This design comes from an exercise in tuning for small area, a short achievable clock period and few clock cycles per item on the open sky130 flow, not from production work. Only simulation tests tie the RTL to the original design; equivalence was not proved. No activity file was given, so power comes from the tool's default toggle rates.

==> flow/design.v (outline; a module is shown in full before it is edited, if it fits) <==
// module lpit_cell: 22 lines
// module lpit_residues: 390 lines
// module linear_probe_id_table: 1098 lines
module linear_probe_id_table
#(
  parameter int unsigned TABLE_DEPTH = lpit_pkg::DEF_TABLE_DEPTH
) (
  input  logic              clk,
  input  logic              rst_n,
  input  logic              in_valid,
  output logic              in_stall,
  input  logic [1:0]        in_req_type,
  input  logic [lpit_pkg::ID_W-1:0]   in_identifier,
  output logic              out_valid,
  input  logic              out_stall,
  output logic              out_status,
  output logic [lpit_pkg::SLOT_W-1:0] out_slot,
  output logic [lpit_pkg::ID_W-1:0]   out_uuid,
  output logic              out_was_present,
  input  logic              psel,
  input  logic              penable,
  input  logic              pwrite,
  input  logic [lpit_pkg::ADDR_W-1:0] paddr,
  input  logic [lpit_pkg::DATA_W-1:0] pwdata,
  output logic [lpit_pkg::DATA_W-1:0] prdata,
  output logic              pready
);
  // ...
==> flow/run.sh <==
#!/bin/bash
# synth_recipe.tcl (not shown) runs the flow's synth.tcl, then flattens the netlist and writes it again
# the make line also repeats each setting of config.mk as NAME=value (left out here)
make -C /OpenROAD-flow-scripts/flow DESIGN_CONFIG=/design/flow/config.mk WORK_HOME=/design/flow/orfs CLKGATE_MAP_FILE= SYNTH_SCRIPT=/design/flow/synth_recipe.tcl finish
==> flow/config.mk <==
export PLATFORM = sky130hd
export DESIGN_NAME = linear_probe_id_table
export DESIGN_NICKNAME = linear_probe_id_table
export VERILOG_FILES = /design/flow/design.v
export SDC_FILE = /design/flow/constraint.sdc
export NUM_CORES = 4
export LEC_CHECK = 0
export CAP_MARGIN = 20
export CORE_MARGIN = 2
export CORE_UTILIZATION = 50
export SETUP_SLACK_MARGIN = 3.0
export SLEW_MARGIN = 20
==> flow/constraint.sdc <==
create_clock -name core_clock -period 6.0 [get_ports {clk}]
set_input_delay 1.2000 -clock core_clock [delete_from_list [all_inputs] [get_ports {clk}]]
set_output_delay 1.2000 -clock core_clock [all_outputs]
set_load 0.01 [all_outputs]
==> flow_metrics.tcl, run 1 <==
set metrics [dict create \
    p_switching_mw 32.80 \
    finClkSkew_ns 0.05866 \
    power_leader "combinational logic" \
    fmax_mhz 284.4 \
    worst_setup_path_end_kind "flip-flop" \
    leakagePower_nw 58.52 \
    cts_tree "yes" \
    nonClockInverterCount 297 \
    synthDistinctLibCells 103 \
    cts_inserted_buffers 320 \
    antenna_found_initial 51 \
    critical_path.top_delay_family "simple AND/OR/NAND/NOR gates" \
    cpMaxStageDelayCell "or4_4" \
    p_int_mw 47.58 \
    met3_usage_pct 10.64 \
    synth_xor_xnor_area_share_pct 14.32 \
    muxShareOfSynthArea_pct 0.8832 \
    synth_compound_area_share_pct 7.065 \
    worstSetupStartpointType "flip-flop" \
    netlist.area_leader.share_pct 52.69 \
    post_cts_buffers 440 \
    regToRegEndpoint "tm_hi[59]" \
    synthAdderAreaFrac_pct 3.375 \
    final_cell_mix "edfxtp_1, xor2_1, buf_4" \
    track_usage_pct 40.51 \
    synthSimpleGateAreaFrac_pct 9.616 \
    cts.hold.buffers_added 0 \
    min_period_over_period_pct 58.61 \
    tightest_slew_ns 1.384 \
    ys_ff_latch 3007 \
    holdPathStages 0 \
    finalCoreUtilization_pct 61.95 \
    cts_sinks 3007 \
    core_area_um2 268200 \
    powerSeq_mw 29.7 \
    fin_ws_ns 2.484 \
    cp.arrival_ns 4.16 \
    status "timing/DRC/antenna clean" \
    wl_met1_um 210300 \
    hp-start "sid[5][24]" \
    avgSynthCellArea_um2 12.85 \
    buffers 1136 \
    power_mw 80.38 \
    r2r_slack_ns 2.48 \
    placed_cell_area_um2 142900 \
]
Testbench counts, summed over its fixed seeds: cycles 7,408, items 7,200.
==> inputs of run 2 (changes only) <==
--- a/flow/design.v
+++ b/flow/design.v
@@ -598,70 +598,64 @@
                   {{(lpit_pkg::DATA_W-lpit_pkg::LEN_W){1'b0}}, len_r} : '0;
   assign len_wr = psel & penable & pwrite & (paddr[2] == lpit_pkg::REG_TABLE_LENGTH);
   always_comb begin
     n_wr = len_r;
     if (len_r == 7'd0) n_wr = 7'd1;
     if (len_r > 7'd64) n_wr = 7'd64;
   end
   always_ff @(posedge clk) begin
-    if (!rst_n) len_r <= lpit_pkg::LEN_RESET;
-    else if (len_wr) len_r <= pwdata[lpit_pkg::LEN_W-1:0];
-  end
-  always_ff @(posedge clk) begin
-    n_r <= n_wr;
-    m_r <= 6'(n_wr - 7'd1);
+    if (!rst_n) begin
+      len_r <= lpit_pkg::LEN_RESET;
+      m_r   <= 6'd63;
+    end else if (len_wr) begin
+      len_r <= pwdata[lpit_pkg::LEN_W-1:0];
+      m_r   <= (pwdata[6:0] == 7'd0 || pwdata[6] && pwdata[5:0] != 6'd0) ?
+               ((pwdata[6:0] == 7'd0) ? 6'd0 : 6'd63) : 6'(pwdata[5:0] - 6'd1);
+    end
   end
+  always_ff @(posedge clk) n_r <= n_wr;
   logic hold;            
   logic adv;             
   logic accept;
   logic skid_v;
   logic [1:0]    skid_req;
   logic [IW-1:0] skid_id;
   logic [3:0]    rot;
   assign hold     = out_valid & out_stall;
   assign adv      = ~hold & (rot == 4'd0);
   assign in_stall = skid_v;
   assign accept   = in_valid & ~skid_v;
   always_ff @(posedge clk) begin
-    if (!rst_n) rot <= 3'd0;
-    else if (!adv) rot <= (rot == 4'(K)) ? 4'd0 : rot + 4'd1;
+    if (!rst_n) rot <= 4'd0;
+    else if (!adv) rot <= (rot == 4'(K - 1)) ? 4'd0 : rot + 4'd1;
   end
   logic          sv   [0:K];
   logic [1:0]    sreq [0:K];
   logic [IW-1:0] sid  [0:K];
+  assign sv[0]   = adv ? (skid_v | accept) : sv[K];
+  assign sreq[0] = adv ? (skid_v ? skid_req : in_req_type) : sreq[K];
+  assign sid[0]  = adv ? (skid_v ? skid_id : in_identifier) : sid[K];
   always_ff @(posedge clk) begin
     if (!rst_n) begin
       skid_v <= 1'b0;
-      for (int j = 0; j <= K; j++) sv[j] <= 1'b0;
+      for (int j = 1; j <= K; j++) sv[j] <= 1'b0;
     end else begin
-      if (adv) begin
-        skid_v <= 1'b0;
-        sv[0]  <= skid_v | accept;
-      end else begin
-        if (accept) skid_v <= 1'b1;
-        sv[0] <= sv[K];
-      end
+      if (adv) skid_v <= 1'b0;
+      else if (accept) skid_v <= 1'b1;
       for (int j = 1; j <= K; j++) sv[j] <= sv[j-1];
     end
   end
   always_ff @(posedge clk) begin
     if (!adv && accept) begin
       skid_req <= in_req_type;
       skid_id  <= in_identifier;
     end
   end
   always_ff @(posedge clk) begin
-    if (adv) begin
-      sreq[0] <= skid_v ? skid_req : in_req_type;
-      sid[0]  <= skid_v ? skid_id  : in_identifier;
-    end else begin
-      sreq[0] <= sreq[K];
-      sid[0]  <= sid[K];
-    end
     for (int j = 1; j <= K; j++) begin
       sreq[j] <= sreq[j-1];
       sid[j]  <= sid[j-1];
     end
   end
   logic [191:0] res;
   logic [5:0]   pp [0:31];
   logic [10:0]  sum_a, sum_b;
==> flow/config.mk (replaced) <==
export PLATFORM = sky130hd
export DESIGN_NAME = linear_probe_id_table
export DESIGN_NICKNAME = linear_probe_id_table
export VERILOG_FILES = /design/flow/design.v
export SDC_FILE = /design/flow/constraint.sdc
export NUM_CORES = 4
export LEC_CHECK = 0
export CAP_MARGIN = 20
export CORE_MARGIN = 2
export CORE_UTILIZATION = 50
export CTS_BUF_LIST = sky130_fd_sc_hd__clkbuf_16
export CTS_CLUSTER_DIAMETER = 80
export CTS_CLUSTER_SIZE = 18
export SETUP_SLACK_MARGIN = 2.5
export SLEW_MARGIN = 20
==> run 2 against run 1 <==
Cell area is 7.9% lower. Largest power group is now registers. Core utilization decreased by 4.9 points. Combinational power is 14% lower. Synthesized area fell by 0.11%. Count of clock-buffer cells in the layout fell by 222. Maximum frequency decreased by 4.0%. Global-route usage decreased by 0.90 points. Cell count fell by 4.0%. Sequential cell count decreased by 35. Sequential power fell by 5%.
==> flow_metrics.tcl, run 2 <==
set metrics [dict create \
    drive_gt1_share_pct 13.28 \
    drc 0 \
    wirelength_um 554900 \
    cts_sinks 2972 \
    synthSimpleGateAreaFrac_pct 9.793 \
    worst_setup_path_end_kind "flip-flop" \
    fmax_mhz 273.1 \
    grt_pass1_vias 89302 \
    hp-class "reg -> reg" \
    ant_nets 0 \
    critical_path_class "reg -> reg" \
    synthToLayoutAreaGrowth_pct 13.50 \
    cts.hold.buffers_added 0 \
    fin_ws_ns 2.338 \
    ys_seq_area_share_pct 61.70 \
    tightest_slew_ns 1.260 \
    top_register "g_slot.u_cell.id_r" \
    fill_cells 21814 \
    cp.arrival_ns 4.37 \
    vias 95426 \
    antenna_found_initial 50 \
    rsz0062_at_grt "true" \
    worstSetupStartpointType "flip-flop" \
    clk-insertion-delay-late_ns 0.94 \
    synth-async-reset-ratio_pct 0 \
    multi_input_area_um2 50990 \
    ir_worst_vdd_mv 0.4814 \
    yosys_warnings 6 \
    syn_area_um2 134900 \
    synthDistinctLibCells 106 \
    final_common_cell "edfxtp_1" \
    netlist.area_leader.share_pct 52.75 \
    synth_xor_xnor_area_share_pct 14.25 \
    cpMaxStageDelayCell "a221oi_1" \
    cts_tree "yes" \
    tns_ns 0 \
    whs_ns 0.2893 \
    chipHeight_um 523.3 \
    drv_cap 0 \
    clk_path_buf_depth 4 \
    leakagePower_nw 53.30 \
    synth_compound_area_share_pct 7.352 \
    min_period_over_period_pct 61.04 \
    dp_cells 14114 \
    fin_crit_ns 3.662 \
    core_area_um2 268200 \
    status "timing/DRC/antenna clean" \
    viasPerCell 6.525 \
    report.final.slew_viol_count 0 \
    routedWlPerCell_um 37.94 \
    muxShareOfSynthArea_pct 0.8081 \
    yosysTopAreaCell "edfxtp_1" \
    pre_cts_ws_ns 0.8107 \
    dieWidth_um 523.3 \
    track_usage_pct 39.61 \
    start_util_pct 50.29 \
    largest_register_ffs 2048 \
    cp_max_fo 6 \
    cts_root_buffer "clkbuf_16" \
    crit_chain "nor4_2 -> o21ai_0 -> a221oi_1 -> o221ai_1 -> a21oi_1 -> o21ai_0 -> a21oi_1" \
    rows 190 \
    dieArea_um2 273900 \
    gp_congestion 0.9981 \
    grt_pass1_wl_um 745000 \
    hold_violations 0 \
    grt_max_degree 86 \
    syn_inst 10597 \
    post-synth-top-count-cell "edfxtp_1" \
    finClkSkew_ns 0.05707 \
    reg.largest.list "g_slot.u_cell.id_r: 2048 flops, sid: 256 flops, cs1: 88 flops" \
    max_slew_margin_pct 15.98 \
    cts_inserted_buffers 196 \
    synth_flop_cell "edfxtp_1" \
    synth_edf_count 2369 \
    setup_viol 0 \
    detailed_place_hpwl_um 332800 \
    avgSynthCellArea_um2 12.73 \
    ios 151 \
    synth_top_family_by_area "XOR/XNOR gates" \
    nNetsFinal 11327 \
    ys_ff_latch 2972 \
    htreeDepth 4 \
    fin_cells 14625 \
    power_mw 67.98 \
    final_cell_mix "edfxtp_1, xor2_1, dfxtp_1" \
    cp_data_required_time_ns 6.71 \
    synthAdderAreaFrac_pct 3.396 \
    drt-initial-drc-count 14629 \
    regArea_um2 83290 \
    drtPass1Iterations 8 \
    powerDensity_nw_per_um2 444.1 \
    cp_slowest_stage_delay_ns 0.80 \
    port_buffers 97 \
    synth_common_cells "edfxtp_1, xor2_1, dfxtp_1, nor2_1, nor4_1" \
    clk_pin_slew_ns 0.08 \
    synth_area_leaders "edfxtp_1, xor2_1, dfxtp_1, nor4_1, xnor2_1" \
    overflow 0 \
]
## run 2: changes by cell type after synthesis, moves of 19 or more
| cell | change |
|---|---|
| dfxtp_1 | -35 |
| nor2_1 | +22 |
| o211ai_1 | +19 |
| o2111ai_1 | -19 |
| o21ai_0 | +27 |
| xor2_1 | -62 |
| xnor2_1 | +57 |
| inv_1 | +34 |
## run 2: per-stage QoR
step	cell area, µm²	util, %
3_5_place_dp	142800	53.26
6_report	153100	57.08
3_3_place_gp	142800	53.25
4_1_cts	151100	56.35
5_1_grt	153000	57.07
2_1_floorplan	135500	-
## run 2: final timing paths
check	startpoint	to	slack (ns)	depth (start not counted)
max	tm_lo[50]	rslot[2]	2.34	7
max reg2reg	tm_lo[50]	rslot[2]	2.34	7
min reg2reg	sid[5][10]	sid[6][10]	0.29	0
min	sid[5][10]	sid[6][10]	0.29	0
## run 2: where the power goes
group | switching (mW) | total (mW) | internal, mW
clock network | 7.16 | 13.2 | 6.01
logic | 18.9 | 26.6 | 7.63
registers | 1.96 | 28.2 | 26.3
total | 28.1 | 68.0 | 39.9
## run 2: metal layers
| metal | GRT usage [%] | vias up | wire [µm] |
|---|---|---|---|
| met5 | 0 | - | 264 |
| li1 | - | 39013 | - |
| met3 | 8.873 | 1271 | 66400 |
| met1 | 55.01 | 48559 | 214700 |
| met4 | 20.94 | 32 | 36220 |
| met2 | 58.16 | 6551 | 237300 |
## run 2: timing repair
action	4_1_cts	5_1_grt
pin swaps	33	60
cloned	10	7
buffers inserted	116	89
endpoints found under the setup margin	297	172
resized for setup	321	241
## run 2: kinds of logic after synthesis
| family | count (synthesis) |
|---|---|
| buf+inv | 933 |
| xor+xnor | 2191 |
| other cells | 2 |
| fa+ha+maj | 269 |
| compound gates | 1580 |
| mux | 105 |
| simple gates | 2545 |
| flops | 2972 |
## run 2: layout make-up
type                            instances  share of cell area (%)
Antenna cell                           13                 0.02125
Sequential cell                      2972                   54.42
Timing Repair inverter                  3                 0.03188
Inverter                              330                  0.8534
Multi-Input combinational cell       6719                   33.31
Timing Repair Buffer                  761                   4.849
Clock inverter                         77                  0.3760
Tap cell                             3552                   2.904
Clock buffer                          198                   3.237
## run 2: worst max-delay path: cells and delay by family (launching register included)
kind	cells	cell delay, ns
AND/OR/NAND/NOR	1	0.73
flip-flops	1	0.53
AO/OA/AOI/OAI	6	2.19
Testbench counts of run 2, summed over its fixed seeds: cycles 7,392, items 7,200.

[re-timing with driven ports]
Ports are ideal in the flow. The routed layouts listed here were re-timed in OpenROAD. Step 1, drivers: a clkbuf_16 drives clk and a buf_2 each remaining input, both assumed. Step 2 moves the port delays by t, midway between the first and last clock arrival at a register: inputs arrive t later, outputs are due t later. That takes back most of the time a late clock gives input paths. Slacks: ideal / step 1 / step 2; pairs: ideal / step 1.
run | t (ns) | slack for setup (ns) | hold slack, ns | worst setup path after step 2 | slew at the worst register clock pin (ns)
run 1 | 1.006 | 2.484 / 2.484 / 1.831 | 0.308 / 0.308 / 0.308 | input to register | 0.07 / 0.07
run 2 | 0.998 | 2.338 / 2.338 / 1.470 | 0.289 / 0.289 / 0.289 | input to register | 0.09 / 0.09
After both steps setup and hold are still met in every run listed. For run 2, which loses most, drivers alone change the setup slack by 0.000 ns; drivers and shift together by -0.868 ns.
